Source: an optimization exercise on an open RTL-to-GDS flow (aim: small area, a short achievable clock period and few clock cycles per item). Production flows keep margins and buffers that such runs may drop. Function was checked by simulation only, so behaviour that the tests miss may differ from the original. No driver is modelled on the clock port, so clocking that relies on it looks cheaper here than on a real chip.

`flow/design.v`:
```
module rhc_final (
  input  logic [14:0] qs,
  input  logic [11:0] qh,
  input  logic [2:0]  k,
  input  logic [7:0]  mx,
  output logic [14:0] hue,
  output logic [14:0] sat,
  output logic [14:0] bri
);
  localparam logic [21*16-1:0] TA = {16'hf800, 16'h07c0, 16'he738, 16'h96b4, 16'hcc66, 16'hd5aa, 16'h78f0, 16'h64cc, 16'h52aa, 16'h07c0, 16'he738, 16'h96b4, 16'hcc66, 16'hd5aa, 16'h78f0, 16'h64cc, 16'h52aa, 16'h07c0, 16'he738, 16'h96b4, 16'hcc66};
  localparam logic [17*16-1:0] TB = {16'hf800, 16'h07c0, 16'he738, 16'h96b4, 16'hcc66, 16'hd5aa, 16'h78f0, 16'h64cc, 16'h52aa, 16'h07c0, 16'he738, 16'hd6b4, 16'h8ce6, 16'h952a, 16'h3878, 16'h3666, 16'had55};
  logic [15:0] ha, hb;
  logic [20:0] ta, tsum;
  logic [16:0] tb;
  always_comb begin
    ha = 16'd1 << mx[7:4];
    hb = 16'd1 << mx[3:0];
    for (int i = 0; i < 21; i++) ta[i] = |(ha & TA[i*16 +: 16]);
    for (int i = 0; i < 17; i++) tb[i] = |(hb & TB[i*16 +: 16]);
    tsum = ta + 21'(tb);
    bri  = tsum[20:6];
    hue  = {7'(qh[11:8]) + 7'(k) * 7'd15, qh[7:0]};
    sat  = (mx != 8'd0) ? qs : 15'd0;
  end
endmodule
module rhc_div_cell (
  input  logic [7:0] r,
  input  logic       b,
  input  logic [7:0] den,
  output logic [7:0] r_n,
  output logic       q
);
  logic [9:0] t;
  always_comb begin
    t   = {1'b0, r, b} - {2'b00, den};
    q   = ~t[9];
    r_n = q ? t[7:0] : {r[6:0], b};
  end
endmodule
module rhc_div4_cell (
  input  logic [7:0] r,
  input  logic [1:0] b,
  input  logic [7:0] den,
  input  logic [9:0] den3,
  output logic [7:0] r_n,
  output logic [1:0] q
);
  logic [9:0]  r4;
  logic [10:0] t1, t2, t3;
  logic c1, c2, c3;
  always_comb begin
    r4 = {r, b};
    t1 = {1'b0, r4} - {3'b000, den};
    t2 = {1'b0, r4} - {2'b00, den, 1'b0};
    t3 = {1'b0, r4} - {1'b0, den3};
    c1 = ~t1[10];
    c2 = ~t2[10];
    c3 = ~t3[10];
    q  = {c2, c3 | (c1 & ~c2)};
    if (c3)      r_n = t3[7:0];
    else if (c2) r_n = t2[7:0];
    else if (c1) r_n = t1[7:0];
    else         r_n = r4[7:0];
  end
endmodule
module rhc_front (
  input  logic [7:0] r,
  input  logic [7:0] g,
  input  logic [7:0] b,
  output logic [7:0] d,
  output logic [7:0] dh,
  output logic [7:0] mx,
  output logic [7:0] np,
  output logic [2:0] k
);
  logic ge_rg, ge_rb, ge_gb, eq;
  logic [7:0] mn, md, na, nb;
  always_comb begin
    ge_rg = r >= g;
    ge_rb = r >= b;
    ge_gb = g >= b;
    eq = (r == g) && (g == b);
    if (ge_rg && ge_rb) begin         
      mx = r;
      if (ge_gb) begin md = g; mn = b; k = 3'd0; end
      else       begin md = b; mn = g; k = 3'd5; end
    end else if (ge_gb) begin         
      mx = g;
      if (!ge_rb) begin md = b; mn = r; k = 3'd2; end
      else        begin md = r; mn = b; k = 3'd1; end
    end else begin                    
      mx = b;
      if (ge_rg) begin md = r; mn = g; k = 3'd4; end
      else       begin md = g; mn = r; k = 3'd3; end
    end
    d  = mx - mn;
    na = k[0] ? mx : md;
    nb = k[0] ? md : mn;
    np = na - nb;
    dh = {d[7:1], d[0] | eq};
  end
endmodule
module rgb_to_hsv_converter_top (
  input  logic        clk,
  input  logic        rst,
  input  logic        in_valid,
  output logic        in_stall,
  input  logic [7:0]  red,
  input  logic [7:0]  green,
  input  logic [7:0]  blue,
  output logic        out_valid,
  input  logic        out_stall,
  output logic [14:0] hue,
  output logic [14:0] saturation,
  output logic [14:0] brightness
);
  wire adv = ~out_valid | ~out_stall;
  logic       skid_v;
  logic [7:0] sk_r, sk_g, sk_b;
  assign in_stall = skid_v;
  always_ff @(posedge clk) begin
    if (rst) skid_v <= 1'b0;
    else if (skid_v) skid_v <= ~adv;
    else skid_v <= ~adv & in_valid;
    if (!skid_v) begin sk_r <= red; sk_g <= green; sk_b <= blue; end
  end
  logic       v0;
  logic [7:0] r0, g0, b0;
  always_ff @(posedge clk) begin
    if (rst) v0 <= 1'b0;
    else if (adv) v0 <= skid_v | in_valid;
    if (adv) begin
      r0 <= skid_v ? sk_r : red;
      g0 <= skid_v ? sk_g : green;
      b0 <= skid_v ? sk_b : blue;
    end
  end
  wire [7:0] f1_d, f1_dh, f1_mx, f1_np; wire [2:0] f1_k;
  rhc_front f1 (.r(r0), .g(g0), .b(b0), .d(f1_d), .dh(f1_dh), .mx(f1_mx), .np(f1_np), .k(f1_k));
  logic v1;
  logic [7:0] p1_d;
  logic [0:0] p1_eq;
  logic [7:0] p1_mx;
  logic [7:0] p1_np;
  logic [2:0] p1_k;
  always_ff @(posedge clk) begin
    if (rst) v1 <= 1'b0;
    else if (adv) v1 <= v0;
    if (adv) begin
      p1_d <= f1_d;
      p1_eq <= f1_dh[0] ^ f1_d[0];
      p1_mx <= f1_mx;
      p1_np <= f1_np;
      p1_k <= f1_k;
    end
  end
  wire [14:0] f2_n = {p1_d, 6'd0} + {1'b0, p1_d, 5'd0} + {5'd0, p1_d, 2'd0};
  wire [9:0] f2_ts = {1'b0, p1_mx, 1'b0} + {2'b0, p1_mx};
  wire [7:0] f2_rs = f2_n[14:7]; wire [6:0] f2_bs = f2_n[6:0];
  wire [5:0] w3 = f2_bs[5:0];
  wire [7:0] st4_r; wire st4_q;
  rhc_div_cell st4 (.r(f2_rs), .b(f2_bs[6]), .den(p1_mx), .r_n(st4_r), .q(st4_q));
  wire [7:0] f5_dh = {p1_d[7:1], p1_d[0] | p1_eq};
  wire [11:0] f5_m = {p1_np, 4'd0} - {4'd0, p1_np};
  wire [9:0] f5_th = {1'b0, f5_dh, 1'b0} + {2'b0, f5_dh};
  wire [7:0] f5_rh = f5_m[11:4]; wire [3:0] f5_bh = f5_m[3:0];
  logic v2;
  logic [2:0] p2_k;
  logic [7:0] p2_rs;
  logic [5:0] p2_bs;
  logic [7:0] p2_Ds;
  logic [0:0] p2_qs;
  logic [7:0] p2_rh;
  logic [3:0] p2_bh;
  logic [7:0] p2_Dh;
  always_ff @(posedge clk) begin
    if (rst) v2 <= 1'b0;
    else if (adv) v2 <= v1;
    if (adv) begin
      p2_k <= p1_k;
      p2_rs <= st4_r;
      p2_bs <= w3;
      p2_Ds <= p1_mx;
      p2_qs <= st4_q;
      p2_rh <= f5_rh;
      p2_bh <= f5_bh;
      p2_Dh <= f5_dh;
    end
  end
  wire [4:0] w6 = p2_bs[4:0];
  wire [7:0] st7_r; wire st7_q;
  rhc_div_cell st7 (.r(p2_rs), .b(p2_bs[5]), .den(p2_Ds), .r_n(st7_r), .q(st7_q));
  wire [1:0] w8 = {p2_qs, st7_q};
  wire [3:0] w9 = w6[3:0];
  wire [7:0] st10_r; wire st10_q;
  rhc_div_cell st10 (.r(st7_r), .b(w6[4]), .den(p2_Ds), .r_n(st10_r), .q(st10_q));
  wire [2:0] w11 = {w8, st10_q};
  wire [2:0] w12 = p2_bh[2:0];
  wire [7:0] st13_r; wire st13_q;
  rhc_div_cell st13 (.r(p2_rh), .b(p2_bh[3]), .den(p2_Dh), .r_n(st13_r), .q(st13_q));
  wire [1:0] w14 = w12[1:0];
  wire [7:0] st15_r; wire st15_q;
  rhc_div_cell st15 (.r(st13_r), .b(w12[2]), .den(p2_Dh), .r_n(st15_r), .q(st15_q));
  wire [1:0] w16 = {st13_q, st15_q};
  logic v3;
  logic [2:0] p3_k;
  logic [7:0] p3_rs;
  logic [3:0] p3_bs;
  logic [7:0] p3_Ds;
  logic [2:0] p3_qs;
  logic [7:0] p3_rh;
  logic [1:0] p3_bh;
  logic [7:0] p3_Dh;
  logic [1:0] p3_qh;
  always_ff @(posedge clk) begin
    if (rst) v3 <= 1'b0;
    else if (adv) v3 <= v2;
    if (adv) begin
      p3_k <= p2_k;
      p3_rs <= st10_r;
      p3_bs <= w9;
      p3_Ds <= p2_Ds;
      p3_qs <= w11;
      p3_rh <= st15_r;
      p3_bh <= w14;
      p3_Dh <= p2_Dh;
      p3_qh <= w16;
    end
  end
  wire [2:0] w17 = p3_bs[2:0];
  wire [7:0] st18_r; wire st18_q;
  rhc_div_cell st18 (.r(p3_rs), .b(p3_bs[3]), .den(p3_Ds), .r_n(st18_r), .q(st18_q));
  wire [3:0] w19 = {p3_qs, st18_q};
  wire [1:0] w20 = w17[1:0];
  wire [7:0] st21_r; wire st21_q;
  rhc_div_cell st21 (.r(st18_r), .b(w17[2]), .den(p3_Ds), .r_n(st21_r), .q(st21_q));
  wire [4:0] w22 = {w19, st21_q};
  wire [0:0] w23 = p3_bh[0:0];
  wire [7:0] st24_r; wire st24_q;
  rhc_div_cell st24 (.r(p3_rh), .b(p3_bh[1]), .den(p3_Dh), .r_n(st24_r), .q(st24_q));
  wire [2:0] w25 = {p3_qh, st24_q};
  wire [7:0] st26_r; wire st26_q;
  rhc_div_cell st26 (.r(st24_r), .b(w23[0]), .den(p3_Dh), .r_n(st26_r), .q(st26_q));
  wire [3:0] w27 = {w25, st26_q};
  logic v4;
  logic [2:0] p4_k;
  logic [7:0] p4_rs;
  logic [1:0] p4_bs;
  logic [7:0] p4_Ds;
  logic [4:0] p4_qs;
  logic [7:0] p4_rh;
  logic [7:0] p4_Dh;
  logic [3:0] p4_qh;
  always_ff @(posedge clk) begin
    if (rst) v4 <= 1'b0;
    else if (adv) v4 <= v3;
    if (adv) begin
      p4_k <= p3_k;
      p4_rs <= st21_r;
      p4_bs <= w20;
      p4_Ds <= p3_Ds;
      p4_qs <= w22;
      p4_rh <= st26_r;
      p4_Dh <= p3_Dh;
      p4_qh <= w27;
    end
  end
  wire [0:0] w28 = p4_bs[0:0];
  wire [7:0] st29_r; wire st29_q;
  rhc_div_cell st29 (.r(p4_rs), .b(p4_bs[1]), .den(p4_Ds), .r_n(st29_r), .q(st29_q));
  wire [5:0] w30 = {p4_qs, st29_q};
  wire [7:0] st31_r; wire st31_q;
  rhc_div_cell st31 (.r(st29_r), .b(w28[0]), .den(p4_Ds), .r_n(st31_r), .q(st31_q));
  wire [6:0] w32 = {w30, st31_q};
  wire [7:0] st33_r; wire st33_q;
  rhc_div_cell st33 (.r(p4_rh), .b(1'b0), .den(p4_Dh), .r_n(st33_r), .q(st33_q));
  wire [4:0] w34 = {p4_qh, st33_q};
  wire [7:0] st35_r; wire st35_q;
  rhc_div_cell st35 (.r(st33_r), .b(1'b0), .den(p4_Dh), .r_n(st35_r), .q(st35_q));
  wire [5:0] w36 = {w34, st35_q};
  logic v5;
  logic [2:0] p5_k;
  logic [7:0] p5_rs;
  logic [7:0] p5_Ds;
  logic [6:0] p5_qs;
  logic [7:0] p5_rh;
  logic [7:0] p5_Dh;
  logic [5:0] p5_qh;
  always_ff @(posedge clk) begin
    if (rst) v5 <= 1'b0;
    else if (adv) v5 <= v4;
    if (adv) begin
      p5_k <= p4_k;
      p5_rs <= st31_r;
      p5_Ds <= p4_Ds;
      p5_qs <= w32;
      p5_rh <= st35_r;
      p5_Dh <= p4_Dh;
      p5_qh <= w36;
    end
  end
  wire [7:0] st37_r; wire st37_q;
  rhc_div_cell st37 (.r(p5_rs), .b(1'b0), .den(p5_Ds), .r_n(st37_r), .q(st37_q));
  wire [7:0] w38 = {p5_qs, st37_q};
  wire [7:0] st39_r; wire st39_q;
  rhc_div_cell st39 (.r(st37_r), .b(1'b0), .den(p5_Ds), .r_n(st39_r), .q(st39_q));
  wire [8:0] w40 = {w38, st39_q};
  wire [7:0] st41_r; wire st41_q;
  rhc_div_cell st41 (.r(p5_rh), .b(1'b0), .den(p5_Dh), .r_n(st41_r), .q(st41_q));
  wire [6:0] w42 = {p5_qh, st41_q};
  wire [7:0] st43_r; wire st43_q;
  rhc_div_cell st43 (.r(st41_r), .b(1'b0), .den(p5_Dh), .r_n(st43_r), .q(st43_q));
  wire [7:0] w44 = {w42, st43_q};
  logic v6;
  logic [2:0] p6_k;
  logic [7:0] p6_rs;
  logic [7:0] p6_Ds;
  logic [8:0] p6_qs;
  logic [7:0] p6_rh;
  logic [7:0] p6_Dh;
  logic [7:0] p6_qh;
  always_ff @(posedge clk) begin
    if (rst) v6 <= 1'b0;
    else if (adv) v6 <= v5;
    if (adv) begin
      p6_k <= p5_k;
      p6_rs <= st39_r;
      p6_Ds <= p5_Ds;
      p6_qs <= w40;
      p6_rh <= st43_r;
      p6_Dh <= p5_Dh;
      p6_qh <= w44;
    end
  end
  wire [7:0] st45_r; wire st45_q;
  rhc_div_cell st45 (.r(p6_rs), .b(1'b0), .den(p6_Ds), .r_n(st45_r), .q(st45_q));
  wire [9:0] w46 = {p6_qs, st45_q};
  wire [7:0] st47_r; wire st47_q;
  rhc_div_cell st47 (.r(st45_r), .b(1'b0), .den(p6_Ds), .r_n(st47_r), .q(st47_q));
  wire [10:0] w48 = {w46, st47_q};
  wire [7:0] st49_r; wire st49_q;
  rhc_div_cell st49 (.r(p6_rh), .b(1'b0), .den(p6_Dh), .r_n(st49_r), .q(st49_q));
  wire [8:0] w50 = {p6_qh, st49_q};
  wire [7:0] st51_r; wire st51_q;
  rhc_div_cell st51 (.r(st49_r), .b(1'b0), .den(p6_Dh), .r_n(st51_r), .q(st51_q));
  wire [9:0] w52 = {w50, st51_q};
  logic v7;
  logic [2:0] p7_k;
  logic [7:0] p7_rs;
  logic [7:0] p7_Ds;
  logic [10:0] p7_qs;
  logic [7:0] p7_rh;
  logic [7:0] p7_Dh;
  logic [9:0] p7_qh;
  always_ff @(posedge clk) begin
    if (rst) v7 <= 1'b0;
    else if (adv) v7 <= v6;
    if (adv) begin
      p7_k <= p6_k;
      p7_rs <= st47_r;
      p7_Ds <= p6_Ds;
      p7_qs <= w48;
      p7_rh <= st51_r;
      p7_Dh <= p6_Dh;
      p7_qh <= w52;
    end
  end
  wire [7:0] st53_r; wire st53_q;
  rhc_div_cell st53 (.r(p7_rs), .b(1'b0), .den(p7_Ds), .r_n(st53_r), .q(st53_q));
  wire [11:0] w54 = {p7_qs, st53_q};
  wire [7:0] st55_r; wire st55_q;
  rhc_div_cell st55 (.r(st53_r), .b(1'b0), .den(p7_Ds), .r_n(st55_r), .q(st55_q));
  wire [12:0] w56 = {w54, st55_q};
  wire [7:0] st57_r; wire st57_q;
  rhc_div_cell st57 (.r(p7_rh), .b(1'b0), .den(p7_Dh), .r_n(st57_r), .q(st57_q));
  wire [10:0] w58 = {p7_qh, st57_q};
  wire [7:0] st59_r; wire st59_q;
  rhc_div_cell st59 (.r(st57_r), .b(1'b0), .den(p7_Dh), .r_n(st59_r), .q(st59_q));
  wire [11:0] w60 = {w58, st59_q};
  logic v8;
  logic [2:0] p8_k;
  logic [7:0] p8_rs;
  logic [7:0] p8_Ds;
  logic [12:0] p8_qs;
  logic [11:0] p8_qh;
  always_ff @(posedge clk) begin
    if (rst) v8 <= 1'b0;
    else if (adv) v8 <= v7;
    if (adv) begin
      p8_k <= p7_k;
      p8_rs <= st55_r;
      p8_Ds <= p7_Ds;
      p8_qs <= w56;
      p8_qh <= w60;
    end
  end
  wire [7:0] st61_r; wire st61_q;
  rhc_div_cell st61 (.r(p8_rs), .b(1'b0), .den(p8_Ds), .r_n(st61_r), .q(st61_q));
  wire [13:0] w62 = {p8_qs, st61_q};
  wire [7:0] st63_r; wire st63_q;
  rhc_div_cell st63 (.r(st61_r), .b(1'b0), .den(p8_Ds), .r_n(st63_r), .q(st63_q));
  wire [14:0] w64 = {w62, st63_q};
  wire [14:0] fin65_h, fin65_s, fin65_v;
  rhc_final fin65 (.qs(w64), .qh(p8_qh), .k(p8_k), .mx(p8_Ds), .hue(fin65_h), .sat(fin65_s), .bri(fin65_v));
  always_ff @(posedge clk) begin
    if (rst) out_valid <= 1'b0;
    else if (adv) out_valid <= v8;
    if (adv) begin
      hue        <= fin65_h;
      saturation <= fin65_s;
      brightness <= fin65_v;
    end
  end
endmodule
```
`flow/flow/run.sh`:
```
#!/bin/bash
set -euo pipefail
bash standard.sh SETUP_SLACK_MARGIN=10.0 \
  "BUFFER_PORTS_ARGS=-buffer_cell sky130_fd_sc_hd__buf_2" \
  "CTS_ARGS=-sink_clustering_enable -repair_clock_nets -dont_use_dummy_load -buf_list sky130_fd_sc_hd__clkbuf_16 -sink_clustering_size 30" \
  finish > make_finish.log 2>&1
```
`flow/standard.sh`:
```
#!/bin/bash
# synth_recipe.tcl (not shown) runs the flow's synth.tcl, then flattens the netlist and writes it again
# the make line also repeats each setting of config.mk as NAME=value (left out here)
make -C /OpenROAD-flow-scripts/flow DESIGN_CONFIG=/design/flow/config.mk WORK_HOME=/design/flow/orfs CLKGATE_MAP_FILE= SYNTH_SCRIPT=/design/flow/synth_recipe.tcl "${@:-finish}"
```
`flow/config.mk`:
```
export PLATFORM = sky130hd
export DESIGN_NAME = rgb_to_hsv_converter_top
export DESIGN_NICKNAME = rgb_to_hsv_converter_top
export VERILOG_FILES = /design/flow/design.v
export SDC_FILE = /design/flow/constraint.sdc
export NUM_CORES = 4
export LEC_CHECK = 0
export ABC_AREA = 1
export CAP_MARGIN = 20
export CORE_MARGIN = 2
export CORE_UTILIZATION = 60
export SLEW_MARGIN = 20
```
`flow/constraint.sdc`:
```
create_clock -name core_clock -period 14.0 [get_ports {clk}]
set_input_delay 2.8000 -clock core_clock [delete_from_list [all_inputs] [get_ports {clk}]]
set_output_delay 2.8000 -clock core_clock [all_outputs]
set_load 0.01 [all_outputs]
```
==> results.sh, run 1 <==
export IMPL_status="finished clean"
export IMPL_max_cap_violations=0
export IMPL_worst_endpoint_required_ns=11.20
export IMPL_place_hpwl_um=42610
export IMPL_r2r_start="g0[3]"
export IMPL_drive_above_1_share=0.1167
export IMPL_placed_area_mm2=0.02923
export IMPL_dominantRegCellSynth="edfxtp_1"
export IMPL_synthArstFlopShare=0
export IMPL_cp_max_fo=3
export IMPL_layoutNonFillerInstCount=3588
export IMPL_cts_sinks=461
export IMPL_grt_start_max_net_pins=94
export IMPL_nets=3320
export IMPL_cts_buffer_depth=3
export IMPL_die_area_mm2=0.04897
export IMPL_worstSetupStartpoint="out_valid"
export IMPL_fmax_mhz=255.0
export IMPL_postRouteAntennaNets=0
export IMPL_grt_pass1_vias=19990
export IMPL_whs_ns=0.3976
export IMPL_finish_instance_area_mm2=0.03096
export IMPL_final_setup_tns_ns=0
export IMPL_synth_seq_area_share=0.4762
export IMPL_crit_family="flip-flops"
export IMPL_wl_met3_um=1687
export IMPL_die_x_um=221.3
export IMPL_cp_cell_sequence="buf_2"
export IMPL_tightest_slew_ns=0.6665
export IMPL_grt_pass1_wl_um=94630
export IMPL_core_mm2=0.04656
export IMPL_cts_root_buf="clkbuf_16"
export IMPL_syn_avg_cell_area_um2=9.893
export IMPL_dr_max_layer_used="met4"
export IMPL_crit_type="reg2out"
export IMPL_drv_slew=0
export IMPL_syn_nets=3201
export IMPL_reg2reg_depth=19
export IMPL_area_growth_pct=9.283
export IMPL_grt_usage=0.2337
export IMPL_firstDrtPassIters=5
export IMPL_antenna_found_initial=0
export IMPL_antenna_cells=0
export IMPL_viasPerCell=5.524
export IMPL_drt_iter0_drc=1136
export IMPL_dp_cells=3505
export IMPL_path_depth=1
export IMPL_syn_inst=2864
export IMPL_crit_end="out_valid"
export IMPL_worstPathArrival_ns=1.12
export IMPL_cts_buffers=50
export IMPL_critPathBufInv=1
export IMPL_ios=75
export IMPL_endpoint_kind="primary output"
export IMPL_ys_types=56
export IMPL_wl_per_cell_um=15.93
export IMPL_maxSlewHeadroom=0.5553
export IMPL_row_count=79
export IMPL_synth_cell_area_mm2=0.02833
export IMPL_synth_edf_count=426
export IMPL_finalCriticalPeriod_ns=3.922
export IMPL_finalSetupViolCount=0
export IMPL_cp_slowest_cell="dfxtp_4"
export IMPL_clock_skew_ns=0.03181
export IMPL_routed_wl_um=57140
export IMPL_num_vias=19820
export IMPL_ctsHtreeMaxLevel=2
export IMPL_rrSetupSlack_ns=10.20
export IMPL_worst_r2r_endpoint="p1_np[5]"
export IMPL_cts_clk_slew_worst_paths_ns=0.05
export IMPL_wl_met1_um=23640
export IMPL_die_y_um=221.3
export IMPL_port_buffers=74
export IMPL_cts_tree="done"
export IMPL_period_share=0.2801
export IMPL_hold_class="reg2reg"
export IMPL_cp_slowest_stage_delay_ns=0.40
export IMPL_start_util=0.6086
export IMPL_drc=0
export IMPL_rsz0062_at_grt="true"
export IMPL_yosys_warnings=4
export IMPL_hold_viol=0
export IMPL_clk_latency_ns=0.59
export IMPL_met2WireLength_um=30080
export IMPL_grt_overflow=0
export IMPL_crit_path_start_kind="flip-flop"
export IMPL_synth_seq_cells=461
export IMPL_place_gp_congestion=0.9390
-- Yosys cell counts (19+ instances only) --
library cell	n	area, µm²
fa_1	30	600.6
a21oi_1	247	1236
nor2_1	137	514.2
nand2_2	34	212.7
nor3_1	26	130.1
inv_1	367	1378
edfxtp_1	426	12790
buf_2	19	95.09
nand2_1	519	1948
dfxtp_1	35	700.7
o21ai_1	98	490.5
o21ai_0	117	585.6
ha_1	279	3491
inv_2	24	90.09
nand4_1	20	125.1
o211ai_1	19	142.6
xor2_1	109	954.7
mux2_2	29	326.6
nand3_1	80	400.4
xnor2_1	80	700.7
-- area by class of cell --
type                            count  area, µm²
Clock buffer                       50       1251
Inverter                          395       1509
Fill cell                        3628      15590
Timing Repair Buffer              106      695.7
Tap cell                          607      759.5
Multi-Input combinational cell   1968      13240
Sequential cell                   461      13500
Timing Repair inverter              1      5.005
-- registers in the layout, summed over array words and instances (netlist names), 9 cells and up --
name and cells:
p7_qh 10, p7_qs 11, p8_qh 12, p8_qs 13, hue 15, p6_qs 9, saturation 15, brightness 15
-- cell families after synthesis --
| group | count (synthesis) | synth area share |
|---|---|---|
| compound gates | 580 | 0.1156 |
| xor+xnor | 189 | 0.05843 |
| fa+ha+maj | 309 | 0.1444 |
| buf+inv | 438 | 0.06258 |
| flops | 461 | 0.4762 |
| mux | 29 | 0.01153 |
| simple gates | 858 | 0.1312 |
-- layout by cell type, fill, tap and decap left out, types with 16 or more instances in the layout --
cell type	netlist	final
xor2_1	109	108
inv_2	24	24
o211ai_1	19	19
nand2_2	34	39
nand4_1	20	20
nand3_1	80	80
nor3_1	26	23
o21ai_1	98	99
inv_1	367	362
fa_1	30	29
a21oi_1	247	245
clkbuf_16	0	50
o21ai_0	117	115
o21bai_1	17	16
buf_4	8	25
mux2_2	29	29
edfxtp_1	426	426
nor2_1	137	135
buf_2	19	74
ha_1	279	279
xnor2_1	80	80
dfxtp_1	35	33
o21ai_2	17	18
nand2_1	519	509
-- metrics by stage --
step,util,setup slack [ns]
after detailed placement,0.6278,9.120
after floorplan,-,9.630
final,0.6651,10.08
after CTS,0.6577,9.821
after global routing,0.6651,9.811
after global placement,0.6278,9.176
-- how the worst min path moves through the flow --
stage	endpoint	depth (start not counted)	slack, ns	startpoint
3_3_place_gp	p8_qh[7]	0	0.40	p7_qh[5]
4_1_cts	p5_qs[3]	0	0.40	p4_qs[1]
2_1_floorplan	hue[0]	0	0.40	p8_qh[0]
3_5_place_dp	p7_qs[2]	0	0.40	p6_qs[0]
5_1_grt	p5_qs[3]	0	0.41	p4_qs[1]
6_report	p5_qs[3]	0	0.40	p4_qs[1]
-- repair_timing --
| action | 4_1_cts | 5_1_grt |
|---|---|---|
| endpoints found under the setup margin | 354 | 72 |
| cloned | 3 | 2 |
| pin swaps | 2 | 6 |
| resized for setup | 20 | 30 |
| buffers inserted | 3 | 25 |
| hold buffers | 0 | 0 |
| hold endpoints to repair | 0 | 0 |
-- routing by layer --
metal / track usage / vias up
met2: 0.4324 / 330
met3: 0.02802 / 111
met4: 0.08811 / 0
li1: - / 10040
met5: 0 / -
met1: 0.2771 / 9341
Testbench counts, summed over its fixed seeds: cycles 12,060, items 12,000.
==> run 2: changes to the inputs <==
==> flow/flow/run.sh (replaced) <==
#!/bin/bash
set -euo pipefail
bash standard.sh SETUP_SLACK_MARGIN=10.0 \
  "BUFFER_PORTS_ARGS=-buffer_cell sky130_fd_sc_hd__buf_2" \
  "CTS_ARGS=-sink_clustering_enable -repair_clock_nets -dont_use_dummy_load -buf_list sky130_fd_sc_hd__clkbuf_16 -sink_clustering_size 32 -sink_clustering_max_diameter 120" \
  finish > make_finish.log 2>&1
==> run 2 against run 1 <==
Effect of this change:
- area after synthesis unchanged
- final area decreased by 2.5%
- routed wire length shrank 1.3%
- largest cell class unchanged
- clock-buffer cell count fell by 32
- fmax shrank 1.5%
- register-to-register slack worse by 0.04 ns
- core utilization fell by 1.7 points
- non-clock buffer count rose by 5
- synthesized cell count unchanged
- critical path type unchanged
- cell count decreased by 0.75%
==> results.sh, run 2 <==
export IMPL_grt_usage=0.2272
export IMPL_syn_nets=3201
export IMPL_row_count=79
export IMPL_synth_seq_area_share=0.4762
export IMPL_finalCriticalPeriod_ns=3.981
export IMPL_cp_slowest_cell="dfxtp_2"
export IMPL_die_area_mm2=0.04897
export IMPL_synth_cell_area_mm2=0.02833
export IMPL_firstDrtPassIters=5
export IMPL_cp_max_fo=3
export IMPL_nets=3293
export IMPL_core_mm2=0.04656
export IMPL_maxSlewHeadroom=0.5632
export IMPL_synth_edf_count=426
export IMPL_die_x_um=221.3
export IMPL_grt_pass1_wl_um=93010
export IMPL_synth_seq_cells=461
export IMPL_num_vias=19730
export IMPL_routed_wl_um=56400
export IMPL_synthDominantCellAreaShare=0.4515
export IMPL_worstPathArrival_ns=1.18
export IMPL_dominantRegCellSynth="edfxtp_1"
export IMPL_ys_types=56
export IMPL_grt_start_max_net_pins=110
export IMPL_fmax_mhz=251.2
export IMPL_mostFrequentLayoutCells="508 x nand2_1, 426 x edfxtp_1, 362 x inv_1"
export IMPL_rsz0062_at_grt="true"
export IMPL_worst_slack_ns=10.02
export IMPL_cp_cell_sequence="buf_2"
export IMPL_drive_above_1_share=0.1083
export IMPL_cts_sinks=461
export IMPL_ios=75
export IMPL_yosys_top_cells_area="edfxtp_1 45%, ha_1 12%, nand2_1 6.9%, inv_1 4.9%, a21oi_1 4.4%"
export IMPL_critPathBufInv=1
export IMPL_finalSetupViolCount=0
export IMPL_cts_root_buf="clkbuf_16"
export IMPL_final_setup_tns_ns=0
export IMPL_status="finished clean"
export IMPL_largest_registers="brightness x15, hue x15, saturation x15"
export IMPL_yosys_area_top_type="edfxtp_1"
export IMPL_synthArstFlopShare=0
export IMPL_cp_slowest_stage_delay_ns=0.45
export IMPL_hold_viol=0
export IMPL_area_growth_pct=6.536
export IMPL_met3_usage=0.02005
export IMPL_grt_pass1_vias=19700
export IMPL_syn_avg_cell_area_um2=9.893
export IMPL_hold_buffers=0
export IMPL_clk_latency_ns=0.56
export IMPL_antenna_found_initial=0
export IMPL_final_common_cell="nand2_1"
export IMPL_place_hpwl_um=42610
export IMPL_crit_family="flip-flops"
export IMPL_cts_buffers=18
export IMPL_clock_skew_ns=0.04094
export IMPL_antenna_cells=0
export IMPL_crit_type="reg2out"
export IMPL_yosysMostFrequentCell="nand2_1"
export IMPL_port_buffers=74
export IMPL_viasPerCell=5.540
export IMPL_cts_clk_slew_worst_paths_ns=0.12
export IMPL_cts_tree="done"
export IMPL_worst_endpoint_required_ns=11.20
export IMPL_start_util=0.6086
export IMPL_ctsHtreeMaxLevel=1
export IMPL_die_y_um=221.3
export IMPL_crit_path_start_kind="flip-flop"
export IMPL_wl_per_cell_um=15.84
export IMPL_cts_buffer_depth=3
export IMPL_syn_inst=2864
export IMPL_drc=0
export IMPL_drv_slew=0
export IMPL_max_cap_violations=0
export IMPL_hold_class="reg2reg"
export IMPL_drt_iter0_drc=1133
export IMPL_grt_busiest_layer="met2"
export IMPL_place_gp_congestion=0.9390
export IMPL_grt_overflow=0
export IMPL_synthTopCellsByCount="519 x nand2_1, 426 x edfxtp_1, 367 x inv_1, 279 x ha_1, 247 x a21oi_1"
export IMPL_postRouteAntennaNets=0
export IMPL_tightest_slew_ns=0.6546
export IMPL_preCtsSetupSlack_ns=9.120
export IMPL_endpoint_kind="primary output"
export IMPL_yosys_warnings=4
export IMPL_grt_use_met2=0.4291
export IMPL_met1_usage=0.2755
export IMPL_period_share=0.2843
run 2: kinds of logic (layout without fill, tap and decap cells):
logic type / after synthesis / after routing / synth area share
DFF: 461 / 461 / 0.4762
adders and majority gates: 309 / 309 / 0.1444
buffers and inverters: 438 / 524 / 0.06258
AOI/OAI and AO/OA: 580 / 580 / 0.1156
muxes: 29 / 29 / 0.01153
and+or+nand+nor: 858 / 862 / 0.1312
xor gates and xnor gates: 189 / 189 / 0.05843
run 2: worst paths after layout:
check                               start         to  slack [ns]  cells after the start
worst max-delay path            out_valid  out_valid       10.02                      1
worst min-delay path             p7_qs[1]   p8_qs[3]        0.43                      0
worst max register to register      g0[3]   p1_np[7]       10.16                     22
worst min register to register   p7_qs[1]   p8_qs[3]        0.43                      0
run 2: what timing repair did:
item,in CTS,in global routing
buffers inserted,4,29
pin swaps,1,7
cloned,2,3
endpoints found under the setup margin,349,312
resized for setup,16,33
run 2: layer usage:
metal	vias to the layer above	wire length, µm	part of all wire
li1	9972	-	-
met1	9341	23630	0.42
met2	327	29930	0.53
met3	88	1461	0.026
met4	0	1378	0.024
met5	-	0	0
run 2: layout make-up:
| cell class | count | area [µm²] |
|---|---|---|
| flip-flops and latches | 461 | 13500 |
| fillers | 3720 | 16370 |
| well taps | 607 | 759.5 |
| inverters | 395 | 1509 |
| clock buffers | 18 | 450.4 |
| repair buffers | 111 | 720.7 |
| multi-input cells | 1969 | 13250 |
run 2: metrics by stage:
step	instance area, µm²	util	std cells	hold slack [ns]
floorplan	28370	-	2864	0.4003
global placement	29230	0.6278	3505	0.4009
detailed placement	29230	0.6278	3505	0.4045
CTS	29800	0.6401	3529	0.4265
global route	30180	0.6483	3561	0.4382
finish	30180	0.6483	3561	0.4298
==> run 3: changes to the inputs <==
==> flow/flow/run.sh (replaced) <==
#!/bin/bash
set -euo pipefail
bash standard.sh SETUP_SLACK_MARGIN=10.0 TNS_END_PERCENT=20 \
  "BUFFER_PORTS_ARGS=-buffer_cell sky130_fd_sc_hd__buf_2" \
  "CTS_ARGS=-sink_clustering_enable -repair_clock_nets -dont_use_dummy_load -buf_list sky130_fd_sc_hd__clkbuf_16 -sink_clustering_size 24 -sink_clustering_max_diameter 100" \
  finish > make_finish.log 2>&1
==> run 3 against run 2 <==
Effect of this change:
- register-to-register slack barely moved
- still clean
- critical path depth grew 1
- largest cell class unchanged
- highest routed layer unchanged
- sequential share of layout area down 0.35 points
- die area unchanged
- critical path type unchanged
==> results.sh, run 3 <==
export IMPL_fill_cells=3736
export IMPL_wl_per_cell_um=16.09
export IMPL_clk_latency_ns=0.57
export IMPL_syn_avg_cell_area_um2=9.893
export IMPL_largest_registers="brightness x15, hue x15, saturation x15"
export IMPL_cts_root_buf="clkbuf_16"
export IMPL_post_synth_and_or_nand_nor_area_fraction=0.1312
export IMPL_area_growth_pct=7.397
export IMPL_critPathBufInv=2
export IMPL_cp_max_fo=13
export IMPL_reg2reg_depth=19
export IMPL_cts_tree="done"
export IMPL_grt_pass1_vias=19440
export IMPL_grt_overflow=0
export IMPL_max_cap_violations=0
export IMPL_yosys_top_cells_area="edfxtp_1 45%, ha_1 12%, nand2_1 6.9%, inv_1 4.9%, a21oi_1 4.4%"
export IMPL_cp_slowest_stage_delay_ns=0.37
export IMPL_port_buffers=74
export IMPL_antenna_found_initial=0
export IMPL_cts_buffers=23
export IMPL_synthXorXnorAreaFrac=0.05843
export IMPL_synth_top_family_by_area="adder cells"
export IMPL_die_area_mm2=0.04897
export IMPL_rsz0062_at_grt="true"
export IMPL_mostFrequentLayoutCells="510 x nand2_1, 426 x edfxtp_1, 363 x inv_1"
export IMPL_crit_family="flip-flops"
export IMPL_ys_types=56
export IMPL_synth_seq_area_share=0.4762
export IMPL_synth_adder_area_share=0.1444
export IMPL_start_util=0.6086
export IMPL_worstHoldStart="p7_qh[7]"
export IMPL_worst_r2r_endpoint="p8_rs[1]"
export IMPL_final_core_util=0.6536
export IMPL_synthTopCellsByCount="519 x nand2_1, 426 x edfxtp_1, 367 x inv_1, 279 x ha_1, 247 x a21oi_1"
export IMPL_synth_cell_area_mm2=0.02833
export IMPL_hold_buffers=0
export IMPL_cts_clk_slew_worst_paths_ns=0.10
export IMPL_postRouteAntennaNets=0
export IMPL_multi_input_area_mm2=0.01328
export IMPL_antenna_cells=0
export IMPL_synth_edf_count=426
export IMPL_ios=75
export IMPL_synth_seq_cells=461
export IMPL_tightest_slew_ns=0.7802
export IMPL_grt_start_max_net_pins=79
export IMPL_yosys_area_top_type="edfxtp_1"
export IMPL_yosysMostFrequentCell="nand2_1"
export IMPL_firstDrtPassIters=5
export IMPL_core_mm2=0.04656
export IMPL_syn_nets=3201
export IMPL_endpoint_kind="primary output"
export IMPL_grt_pass1_wl_um=93920
export IMPL_die_y_um=221.3
export IMPL_viasPerCell=5.475
export IMPL_finalCriticalPeriod_ns=4.025
export IMPL_drt_iter0_drc=1274
export IMPL_synthDominantCellAreaShare=0.4515
export IMPL_status="finished clean"
export IMPL_drive_above_1_share=0.1085
export IMPL_maxSlewHeadroom=0.4799
export IMPL_synth_compound_gate_area_share=0.1156
export IMPL_cp_slowest_cell="dfxtp_4"
export IMPL_cts_sinks=461
export IMPL_crit_path_start_kind="flip-flop"
export IMPL_cts_buffer_depth=3
export IMPL_register_area_mm2=0.01350
export IMPL_grt_usage=0.2317
export IMPL_worstPathArrival_ns=1.22
export IMPL_row_count=79
export IMPL_muxShareOfSynthArea=0.01153
export IMPL_ctsHtreeMaxLevel=1
export IMPL_crit_type="reg2out"
export IMPL_yosys_warnings=4
export IMPL_place_hpwl_um=42120
export IMPL_hold_viol=0
export IMPL_final_setup_tns_ns=0
export IMPL_synthArstFlopShare=0
export IMPL_drc=0
export IMPL_final_common_cell="nand2_1"
export IMPL_num_vias=19520
export IMPL_r2r_start="p7_Ds[2]"
export IMPL_fmax_mhz=248.5
export IMPL_whs_ns=0.4131
export IMPL_clock_skew_ns=0.03381
export IMPL_place_gp_congestion=0.8827
export IMPL_die_x_um=221.3
export IMPL_worst_endpoint_required_ns=11.20
export IMPL_min_to="p8_qh[9]"
export IMPL_min_delay_path_depth=0
export IMPL_routed_wl_um=57370
export IMPL_hold_class="reg2reg"
export IMPL_rrSetupSlack_ns=10.17
export IMPL_dominantRegCellSynth="edfxtp_1"
export IMPL_syn_inst=2864
export IMPL_finalSetupViolCount=0
export IMPL_drv_slew=0
export IMPL_cp_cell_sequence="buf_12 -> buf_2"
export IMPL_period_share=0.2875
export IMPL_nets=3297
[run 3: area by class of cell]
type,instances,share of cell area
inverters,395,0.04951
clock buffers,23,0.01892
multi-input cells,1970,0.4363
flip-flops and latches,461,0.4437
well taps,607,0.02496
repair buffers,109,0.02665
[run 3: per-layer routing]
metal	routed length, µm	vias up	GRT usage
met1	24400	9133	0.2802
met4	1510	0	0.06170
met3	1491	92	0.02125
met5	0	-	0
met2	29960	321	0.4393
li1	-	9973	-
[run 3: how the worst max path moves through the flow]
stage               cells past startpoint  slack, ns  startpoint  endpoint
detailed placement                      4       8.25   out_stall  p4_rs[6]
floorplan                               2       9.63   out_stall     b0[0]
global placement                        4       8.33   out_stall  p4_qs[1]
CTS                                     2       9.94      skid_v  in_stall
global route                           18       9.86    p2_Ds[2]  p3_rs[2]
finish                                  2       9.98      skid_v  in_stall
[run 3: worst register-to-register path: cells and delay by family (launching register included)]
| family | cells | cell delay (ns) |
|---|---|---|
| adders and majority gates | 2 | 0.60 |
| and+or+nand+nor | 8 | 1.05 |
| AOI/OAI and AO/OA | 5 | 0.92 |
| buffers and inverters | 3 | 0.25 |
| DFF | 1 | 0.44 |
| muxes | 1 | 0.33 |
[run 3: timing repair]
action,in CTS,in global routing
resized for setup,23,32
gates cloned,6,3
pin swaps,1,11
buffers inserted,3,24
endpoints found under the setup margin,345,76
[run 3: logic make-up (layout without fill, tap and decap cells)]
group / Yosys count / in the layout
flops: 461 / 461
xor+xnor: 189 / 189
compound gates: 580 / 580
buf+inv: 438 / 527
simple gates: 858 / 863
mux: 29 / 29
fa+ha+maj: 309 / 309
[run 3: metrics by stage]
stage / worst slack, ns / std cells / cell area, µm²
6_report: 9.975 / 3565 / 30430
5_1_grt: 9.857 / 3565 / 30430
4_1_cts: 9.938 / 3538 / 30080
3_5_place_dp: 8.247 / 3506 / 29230
3_3_place_gp: 8.329 / 3506 / 29230
2_1_floorplan: 9.630 / 2864 / 28370
==> run 4: changes to the inputs <==
--- a/flow/flow/run.sh
+++ b/flow/flow/run.sh
@@ -2,3 +2,3 @@
 set -euo pipefail
-bash standard.sh SETUP_SLACK_MARGIN=10.0 TNS_END_PERCENT=20 \
+bash standard.sh SETUP_SLACK_MARGIN=10.15 \
   "BUFFER_PORTS_ARGS=-buffer_cell sky130_fd_sc_hd__buf_2" \
==> run 4 against run 3 <==
Effect of this change:
- register-to-register slack better by 0.14 ns
- synthesized cell count is the same
- fmax increased by 2.3%
- core utilization rose by 0.53 points
- cell count grew 0.45%
- hold slack lost 0.025 ns
- first-iteration DRC count decreased by 5.7%
- critical path depth is 1 lower
- clock skew is 0.019 ns higher
- via count rose by 1.9%
- largest cell class unchanged
==> results.sh, run 4 <==
export IMPL_cp_max_fo=1
export IMPL_hold_class="reg2reg"
export IMPL_synth_seq_area_share=0.4762
export IMPL_postRouteAntennaNets=0
export IMPL_grt_usage=0.2306
export IMPL_syn_nets=3201
export IMPL_yosysMostFrequentCell="nand2_1"
export IMPL_max_cap_violations=0
export IMPL_status="finished clean"
export IMPL_routed_wl_um=57880
export IMPL_yosys_warnings=4
export IMPL_placed_area_mm2=0.02923
export IMPL_r2r_start="b0[5]"
export IMPL_firstDrtPassIters=5
export IMPL_drv_slew=0
export IMPL_dp_cells=3505
export IMPL_worstHoldStart="p4_qh[0]"
export IMPL_dominantRegCellSynth="edfxtp_1"
export IMPL_final_core_util=0.6589
export IMPL_tightest_slew_ns=0.7656
export IMPL_cts_buffer_depth=3
export IMPL_grt_overflow=0
export IMPL_synth_seq_cells=461
export IMPL_crit_family="flip-flops"
export IMPL_num_vias=19890
export IMPL_area_growth_pct=8.272
export IMPL_critPathBufInv=1
export IMPL_clk_latency_ns=0.59
export IMPL_rsz0062_at_grt="true"
export IMPL_cp_cell_sequence="buf_2"
export IMPL_grt_pass1_vias=19850
export IMPL_syn_inst=2864
export IMPL_crit_path_start_kind="flip-flop"
export IMPL_layoutNonFillerInstCount=3581
export IMPL_grt_pass1_wl_um=94180
export IMPL_ys_types=56
export IMPL_antenna_cells=0
export IMPL_cts_root_buf="clkbuf_16"
export IMPL_die_x_um=221.3
export IMPL_die_area_mm2=0.04897
export IMPL_cts_tree="done"
export IMPL_drt_iter0_drc=1201
export IMPL_clock_skew_ns=0.05319
export IMPL_worst_slack_ns=10.07
export IMPL_final_common_cell="nand2_1"
export IMPL_die_y_um=221.3
export IMPL_grt_start_max_net_pins=110
export IMPL_endpoint_kind="primary output"
export IMPL_fmax_mhz=254.3
export IMPL_cp_slowest_stage_delay_ns=0.40
export IMPL_whs_ns=0.3877
export IMPL_synth_cell_area_mm2=0.02833
export IMPL_finalCriticalPeriod_ns=3.933
export IMPL_worstSetupStartpoint="saturation[3]"
export IMPL_cts_sinks=461
export IMPL_synthDominantCellAreaShare=0.4515
export IMPL_cts_clk_slew_worst_paths_ns=0.09
export IMPL_drc=0
export IMPL_ios=75
export IMPL_worst_endpoint_required_ns=11.20
export IMPL_preCtsSetupSlack_ns=9.120
export IMPL_row_count=79
export IMPL_place_hpwl_um=42610
export IMPL_start_util=0.6086
export IMPL_maxSlewHeadroom=0.4896
export IMPL_ctsHtreeMaxLevel=1
export IMPL_cp_slowest_cell="edfxtp_1"
export IMPL_antenna_found_initial=0
export IMPL_synthTopCellsByCount="519 x nand2_1, 426 x edfxtp_1, 367 x inv_1, 279 x ha_1, 247 x a21oi_1"
export IMPL_nets=3313
export IMPL_worstPathArrival_ns=1.13
export IMPL_period_share=0.2809
export IMPL_largest_registers="brightness x15, hue x15, saturation x15"
export IMPL_yosys_top_cells_area="edfxtp_1 45%, ha_1 12%, nand2_1 6.9%, inv_1 4.9%, a21oi_1 4.4%"
export IMPL_synth_edf_count=426
export IMPL_hold_buffers=0
export IMPL_final_setup_tns_ns=0
export IMPL_finalSetupViolCount=0
export IMPL_finish_instance_area_mm2=0.03068
export IMPL_syn_avg_cell_area_um2=9.893
export IMPL_cts_buffers=23
export IMPL_hold_viol=0
export IMPL_core_mm2=0.04656
export IMPL_fill_cells=3658
export IMPL_synthArstFlopShare=0
export IMPL_wl_per_cell_um=16.16
export IMPL_crit_type="reg2out"
export IMPL_mostFrequentLayoutCells="501 x nand2_1, 426 x edfxtp_1, 356 x inv_1"
export IMPL_place_gp_congestion=0.9390
export IMPL_drive_above_1_share=0.1247
export IMPL_port_buffers=74
export IMPL_viasPerCell=5.554
export IMPL_yosys_area_top_type="edfxtp_1"
==> run 4: changes by cell type in the layout (fill, tap and decap cells not counted), sizes merged <==
cell	before	now
buf	105	121
bufbuf	4	0
nand2	562	564
clkinvlp	4	5
nor2	150	151
==> run 4: final timing paths <==
path	depth (start not counted)	end	slack [ns]
worst min-delay path	0	p5_qh[2]	0.39
worst max register to register	22	p1_np[7]	10.31
worst max-delay path	1	saturation[3]	10.07
worst min register to register	0	p5_qh[2]	0.39
==> run 4: layout make-up <==
class | instances | area [µm²] | area share
Inverter | 395 | 1509 | 0.04919
Sequential cell | 461 | 13500 | 0.4401
Multi-Input combinational cell | 1973 | 13480 | 0.4394
Clock buffer | 23 | 575.6 | 0.01876
Timing Repair Buffer | 121 | 843.3 | 0.02749
Tap cell | 607 | 759.5 | 0.02476
Timing Repair inverter | 1 | 7.507 | 0.0002447
==> run 4: layer usage <==
layer,up-vias,routed length [µm],track usage
li1,10030,-,-
met1,9397,24240,0.2800
met2,359,30340,0.4313
met3,109,1720,0.02138
met4,0,1576,0.07166
met5,-,0,0
==> run 4: cell families after synthesis <==
group / after synthesis / synth area share
AND/OR/NAND/NOR: 858 / 0.1312
AO/OA/AOI/OAI: 580 / 0.1156
flip-flops: 461 / 0.4762
buffers and inverters: 438 / 0.06258
adder cells (fa/ha/maj): 309 / 0.1444
XOR/XNOR: 189 / 0.05843
multiplexers: 29 / 0.01153
==> run 4: timing repair <==
action,4_1_cts,5_1_grt
pin swaps,2,21
setup buffers,8,35
resized for setup,30,77
gates cloned,3,7
endpoints found under the hold margin,0,0
endpoints found under the setup margin,431,465
==> run 5: changes to the inputs <==
--- a/flow/flow/run.sh
+++ b/flow/flow/run.sh
@@ -2,3 +2,3 @@
 set -euo pipefail
-bash standard.sh SETUP_SLACK_MARGIN=10.15 \
+bash standard.sh SETUP_SLACK_MARGIN=10.0 \
   "BUFFER_PORTS_ARGS=-buffer_cell sky130_fd_sc_hd__buf_2" \
--- a/flow/config.mk
+++ b/flow/config.mk
@@ -10,3 +10,3 @@
 export CORE_MARGIN = 2
-export CORE_UTILIZATION = 60
+export CORE_UTILIZATION = 75
 export SLEW_MARGIN = 20
==> run 5 against run 4 <==
Effect of this change:
- first-iteration DRC count is 27% higher
- die area is 20% lower
- area after synthesis unchanged
- via count increased by 3.6%
- clock-buffer cell count unchanged
- still clean
- flip-flop and latch count is the same
- clock skew decreased by 0.0089 ns
==> results.sh, run 5 <==
export IMPL_row_count=71
export IMPL_preCtsSetupSlack_ns=8.828
export IMPL_hold_buffers=0
export IMPL_clock_skew_ns=0.04426
export IMPL_grt_start_max_net_pins=107
export IMPL_tightest_slew_ns=0.6937
export IMPL_cts_sinks=461
export IMPL_r2r_start="g0[4]"
export IMPL_period_share=0.2823
export IMPL_cts_buffer_depth=3
export IMPL_fmax_mhz=253.1
export IMPL_firstDrtPassIters=7
export IMPL_synthArstFlopShare=0
export IMPL_cp_slowest_stage_delay_ns=0.42
export IMPL_yosys_area_top_type="edfxtp_1"
export IMPL_syn_nets=3201
export IMPL_mostFrequentLayoutCells="507 x nand2_1, 426 x edfxtp_1, 361 x inv_1"
export IMPL_grt_pass1_vias=20500
export IMPL_final_setup_tns_ns=0
export IMPL_clk_latency_ns=0.58
export IMPL_finalCriticalPeriod_ns=3.952
export IMPL_rrSetupSlack_ns=10.13
export IMPL_die_area_mm2=0.03935
export IMPL_postRouteAntennaNets=0
export IMPL_cts_buffers=23
export IMPL_ios=75
export IMPL_antenna_cells=0
export IMPL_largest_registers="brightness x15, hue x15, saturation x15"
export IMPL_worstSetupStartpoint="out_valid"
export IMPL_crit_type="reg2out"
export IMPL_cp_slowest_cell="dfxtp_4"
export IMPL_viasPerCell=5.935
export IMPL_ctsHtreeMaxLevel=1
export IMPL_crit_end="out_valid"
export IMPL_cts_root_buf="clkbuf_16"
export IMPL_endpoint_kind="primary output"
export IMPL_syn_inst=2864
export IMPL_synthDominantCellAreaShare=0.4515
export IMPL_ys_types=56
export IMPL_maxSlewHeadroom=0.5370
export IMPL_grt_overflow=0
export IMPL_crit_path_start_kind="flip-flop"
export IMPL_start_util=0.7576
export IMPL_syn_avg_cell_area_um2=9.893
export IMPL_rsz0062_at_grt="true"
export IMPL_core_mm2=0.03740
export IMPL_cp_cell_sequence="buf_2"
export IMPL_synth_seq_cells=461
export IMPL_synthTopCellsByCount="519 x nand2_1, 426 x edfxtp_1, 367 x inv_1, 279 x ha_1, 247 x a21oi_1"
export IMPL_port_buffers=74
export IMPL_path_depth=1
export IMPL_crit_family="flip-flops"
export IMPL_drive_above_1_share=0.1144
export IMPL_place_gp_congestion=0.9055
export IMPL_place_hpwl_um=43920
export IMPL_grt_pass1_wl_um=96840
export IMPL_reg2reg_depth=20
export IMPL_yosys_warnings=4
export IMPL_grt_usage=0.3052
export IMPL_wl_per_cell_um=17.43
export IMPL_drt_iter0_drc=1526
export IMPL_yosysMostFrequentCell="nand2_1"
export IMPL_die_x_um=198.4
export IMPL_area_growth_pct=6.858
export IMPL_whs_ns=0.4248
export IMPL_drv_slew=0
export IMPL_drc=0
export IMPL_max_cap_violations=0
export IMPL_num_vias=20610
export IMPL_synth_seq_area_share=0.4762
export IMPL_antenna_found_initial=0
export IMPL_routed_wl_um=60520
export IMPL_finalSetupViolCount=0
export IMPL_worst_slack_ns=10.05
export IMPL_worst_r2r_endpoint="p1_np[6]"
export IMPL_final_common_cell="nand2_1"
export IMPL_synth_edf_count=426
export IMPL_final_core_util=0.8095
export IMPL_critPathBufInv=1
export IMPL_worst_endpoint_required_ns=11.20
export IMPL_hold_viol=0
export IMPL_worstPathArrival_ns=1.15
export IMPL_status="finished clean"
export IMPL_yosys_top_cells_area="edfxtp_1 45%, ha_1 12%, nand2_1 6.9%, inv_1 4.9%, a21oi_1 4.4%"
export IMPL_dominantRegCellSynth="edfxtp_1"
export IMPL_hold_class="reg2reg"
export IMPL_nets=3301
export IMPL_die_y_um=198.4
export IMPL_cts_clk_slew_worst_paths_ns=0.09
export IMPL_cts_tree="done"
export IMPL_cp_max_fo=3
export IMPL_synth_cell_area_mm2=0.02833
-- run 5: cell families (layout without fill, tap and decap cells) --
group                    count (synthesis)  after routing  synth area share
XOR/XNOR                               189            189           0.05843
flip-flops                             461            461            0.4762
AO/OA/AOI/OAI                          580            580            0.1156
buffers and inverters                  438            532           0.06258
multiplexers                            29             29           0.01153
adder cells (fa/ha/maj)                309            309            0.1444
AND/OR/NAND/NOR                        858            862            0.1312
-- run 5: area by class of cell --
cell class / instances / area (µm²)
inverter: 395 / 1506
fill: 2237 / 7124
multi-input combinational: 1969 / 13310
tap: 511 / 639.4
clock buffer: 23 / 575.6
sequential: 461 / 13500
timing repair buffer: 113 / 735.7
timing repair inverter: 1 / 7.507
-- run 5: worst min-delay path by stage --
stage                   from  slack (ns)        end  depth (start not counted)
floorplan           p8_qh[0]        0.40     hue[0]                          0
global placement    p5_qs[2]        0.40   p6_qs[4]                          0
detailed placement   p6_k[0]        0.40    p7_k[0]                          0
CTS                 p7_qh[6]        0.43   p8_qh[8]                          0
global route        p5_qs[0]        0.43   p6_qs[2]                          0
finish              p7_qs[9]        0.42  p8_qs[11]                          0
-- run 5: what timing repair did --
item / in CTS / in global routing
gates resized for setup: 19 / 52
setup endpoints to repair: 375 / 181
gates cloned: 2 / 4
buffers inserted: 6 / 29
pin swaps: 2 / 11
-- run 5: routing by layer --
layer / share of wire / track usage / up-vias
li1: - / - / 9988
met2: 0.52 / 0.5686 / 717
met5: 0 / 0 / -
met1: 0.39 / 0.3589 / 9708
met4: 0.046 / 0.1284 / 0
met3: 0.048 / 0.02998 / 199
-- run 5: metrics by stage --
stage	area, µm²	instances
CTS	29840	3440
global route	30280	3473
finish	30280	3473
global placement	29110	3409
floorplan	28370	2864
detailed placement	29110	3409
==> run 6: changes to the inputs <==
--- a/flow/config.mk
+++ b/flow/config.mk
@@ -10,3 +10,3 @@
 export CORE_MARGIN = 2
-export CORE_UTILIZATION = 75
+export CORE_UTILIZATION = 60
 export SLEW_MARGIN = 20
==> run 6 against run 5 <==
Effect of this change:
- still clean on timing, DRC and antenna
- clock-buffer cell count unchanged
- global-route usage is 7.4 points lower
- core utilization fell by 16 points
- area after synthesis unchanged
- via count is 4.2% lower
- cell count is 2.4% higher
- synthesized cell count unchanged
- sequential share of layout area hardly changed
- critical path type unchanged
- critical endpoint is now saturation[3]
- highest routed layer unchanged
==> results.sh, run 6 <==
export IMPL_core_mm2=0.04656
export IMPL_maxSlewHeadroom=0.4845
export IMPL_crit_path_start_kind="flip-flop"
export IMPL_die_x_um=221.3
export IMPL_status="finished clean"
export IMPL_syn_avg_cell_area_um2=9.893
export IMPL_area_growth_pct=6.845
export IMPL_die_y_um=221.3
export IMPL_synth_seq_area_share=0.4762
export IMPL_postRouteAntennaNets=0
export IMPL_final_common_cell="nand2_1"
export IMPL_cts_buffers=23
export IMPL_synthTopCellsByCount="519 x nand2_1, 426 x edfxtp_1, 367 x inv_1, 279 x ha_1, 247 x a21oi_1"
export IMPL_viasPerCell=5.553
export IMPL_worst_slack_ns=10.07
export IMPL_synth_edf_count=426
export IMPL_yosys_top_cells_area="edfxtp_1 45%, ha_1 12%, nand2_1 6.9%, inv_1 4.9%, a21oi_1 4.4%"
export IMPL_place_gp_congestion=0.9390
export IMPL_routed_wl_um=56880
export IMPL_drc=0
export IMPL_cp_cell_sequence="buf_2"
export IMPL_yosys_warnings=4
export IMPL_grt_start_max_net_pins=94
export IMPL_fmax_mhz=254.2
export IMPL_drt_iter0_drc=1181
export IMPL_cts_buffer_depth=3
export IMPL_antenna_cells=0
export IMPL_finalCriticalPeriod_ns=3.934
export IMPL_place_hpwl_um=42610
export IMPL_wl_per_cell_um=16.00
export IMPL_port_buffers=74
export IMPL_row_count=79
export IMPL_ios=75
export IMPL_cts_clk_slew_worst_paths_ns=0.09
export IMPL_rsz0062_at_grt="true"
export IMPL_worstPathArrival_ns=1.13
export IMPL_nets=3287
export IMPL_grt_pass1_vias=19890
export IMPL_synthDominantCellAreaShare=0.4515
export IMPL_cp_slowest_cell="edfxtp_1"
export IMPL_hold_class="reg2reg"
export IMPL_cts_sinks=461
export IMPL_critPathBufInv=1
export IMPL_ys_types=56
export IMPL_cp_slowest_stage_delay_ns=0.40
export IMPL_yosys_area_top_type="edfxtp_1"
export IMPL_antenna_found_initial=0
export IMPL_crit_type="reg2out"
export IMPL_grt_overflow=0
export IMPL_drv_slew=0
export IMPL_dominantRegCellSynth="edfxtp_1"
export IMPL_start_util=0.6086
export IMPL_synth_seq_cells=461
export IMPL_crit_family="flip-flops"
export IMPL_ctsHtreeMaxLevel=1
export IMPL_hold_buffers=0
export IMPL_grt_pass1_wl_um=94350
export IMPL_drive_above_1_share=0.1075
export IMPL_clk_latency_ns=0.59
export IMPL_firstDrtPassIters=5
export IMPL_clock_skew_ns=0.05477
export IMPL_period_share=0.2810
export IMPL_die_area_mm2=0.04897
export IMPL_preCtsSetupSlack_ns=9.120
export IMPL_synth_cell_area_mm2=0.02833
export IMPL_cp_max_fo=1
export IMPL_finalSetupViolCount=0
export IMPL_cts_tree="done"
export IMPL_cts_root_buf="clkbuf_16"
export IMPL_hold_viol=0
export IMPL_worst_endpoint_required_ns=11.20
export IMPL_final_setup_tns_ns=0
export IMPL_tightest_slew_ns=0.7726
export IMPL_syn_inst=2864
export IMPL_endpoint_kind="primary output"
export IMPL_yosysMostFrequentCell="nand2_1"
export IMPL_syn_nets=3201
export IMPL_synthArstFlopShare=0
export IMPL_mostFrequentLayoutCells="509 x nand2_1, 426 x edfxtp_1, 362 x inv_1"
export IMPL_num_vias=19740
export IMPL_largest_registers="brightness x15, hue x15, saturation x15"
export IMPL_grt_usage=0.2313
export IMPL_whs_ns=0.3891
export IMPL_max_cap_violations=0
run 6: repair_timing:
action                     in CTS  in global routing
buffers inserted                4                 18
gates resized for setup        14                 40
setup endpoints to repair     351                144
pin swaps                       2                  3
gates cloned                    3                  2
run 6: final cells by class:
class                           count  area, µm²
Sequential cell                   461      13500
Timing Repair Buffer              100      646.9
Inverter                          395       1504
Tap cell                          607      759.5
Timing Repair inverter              1      7.507
Fill cell                        3705      16280
Clock buffer                       23      575.6
Multi-Input combinational cell   1968      13280
run 6: per-stage QoR:
step	cell area (µm²)	utilization	cells
after floorplan	28370	-	2864
after global placement	29230	0.6278	3505
after detailed placement	29230	0.6278	3505
after CTS	29940	0.6431	3535
after global routing	30270	0.6502	3555
final	30270	0.6502	3555
run 6: logic make-up (layout without fill, tap and decap cells):
logic type / count (synthesis) / after routing / synth area share
buffers and inverters: 438 / 519 / 0.06258
adders and majority gates: 309 / 309 / 0.1444
DFF: 461 / 461 / 0.4762
and+or+nand+nor: 858 / 861 / 0.1312
xor gates and xnor gates: 189 / 189 / 0.05843
AOI/OAI and AO/OA: 580 / 580 / 0.1156
muxes: 29 / 29 / 0.01153
run 6: worst register-to-register path, stage by stage, from the launching register on:
cell and delay, ns:
edfxtp_1 0.52, buf_4 0.20, ha_1 0.26, nand2_1 0.10, nor3_4 0.25, nor2_4 0.09
nand2_4 0.14, nor2_4 0.07, inv_2 0.12, nand2_2 0.12, nand2_1 0.09, o221ai_1 0.21
nand2_1 0.11, nand2_1 0.06, ha_1 0.34, a21o_1 0.21, a31oi_2 0.24, nor3_1 0.08
nor2_1 0.12, inv_1 0.05, nand3_1 0.10, nand3_1 0.09, nand2_1 0.07, inv_1 0.03
run 6: path summary, 6_finish.rpt:
| check | from | end | slack (ns) | cells past startpoint |
|---|---|---|---|---|
| worst min register to register | p4_qh[0] | p5_qh[2] | 0.39 | 0 |
| worst max register to register | g0[4] | p1_np[7] | 10.12 | 23 |
| worst max-delay path | saturation[3] | saturation[3] | 10.07 | 1 |
| worst min-delay path | p4_qh[0] | p5_qh[2] | 0.39 | 0 |
run 6: per-layer routing:
metal / wire (µm) / vias up / global-route usage / share of wire
li1: - / 9958 / - / -
met1: 23690 / 9330 / 0.2798 / 0.42
met2: 29870 / 352 / 0.4337 / 0.53
met3: 1819 / 102 / 0.02151 / 0.032
met4: 1507 / 0 / 0.07188 / 0.026
met5: 0 / - / 0 / 0

## port drivers added, routing unchanged
The results above use ideal ports. As a check the final layouts listed here were re-extracted and re-timed, cells and wires unchanged. Step 1, drivers: a clkbuf_16 drives clk and a buf_2 each remaining input, both assumed. Step 2 moves the port delays by t, midway between the first and last clock arrival at a register: inputs arrive t later, outputs are due t later. That takes back most of the time a late clock gives input paths. Slacks: no drivers / after step 1 / after step 2; pairs: no drivers / after step 1.
run | shift t [ns] | setup slack, ns | worst setup path at the end | slew at the worst register clock pin (ns) | cell pins on the clock port's net
run 1 | 0.636 | 10.079 / 10.017 / 9.572 | input to register | 0.06 / 0.06 | 1
run 2 | 0.599 | 10.019 / 9.960 / 9.599 | input to register | 0.12 / 0.12 | 1
run 3 | 0.621 | 9.975 / 9.915 / 9.516 | input to register | 0.10 / 0.10 | 1
run 4 | 0.624 | 10.067 / 10.009 / 9.698 | input to register | 0.10 / 0.10 | 1
run 5 | 0.615 | 10.048 / 9.991 / 9.621 | input to register | 0.10 / 0.10 | 1
run 6 | 0.623 | 10.066 / 10.010 / 9.546 | input to register | 0.10 / 0.10 | 1
After both steps setup and hold are still met in every run listed. The setup slack of run 6, which loses most, moves by -0.056 ns with the drivers and by -0.520 ns with both steps.
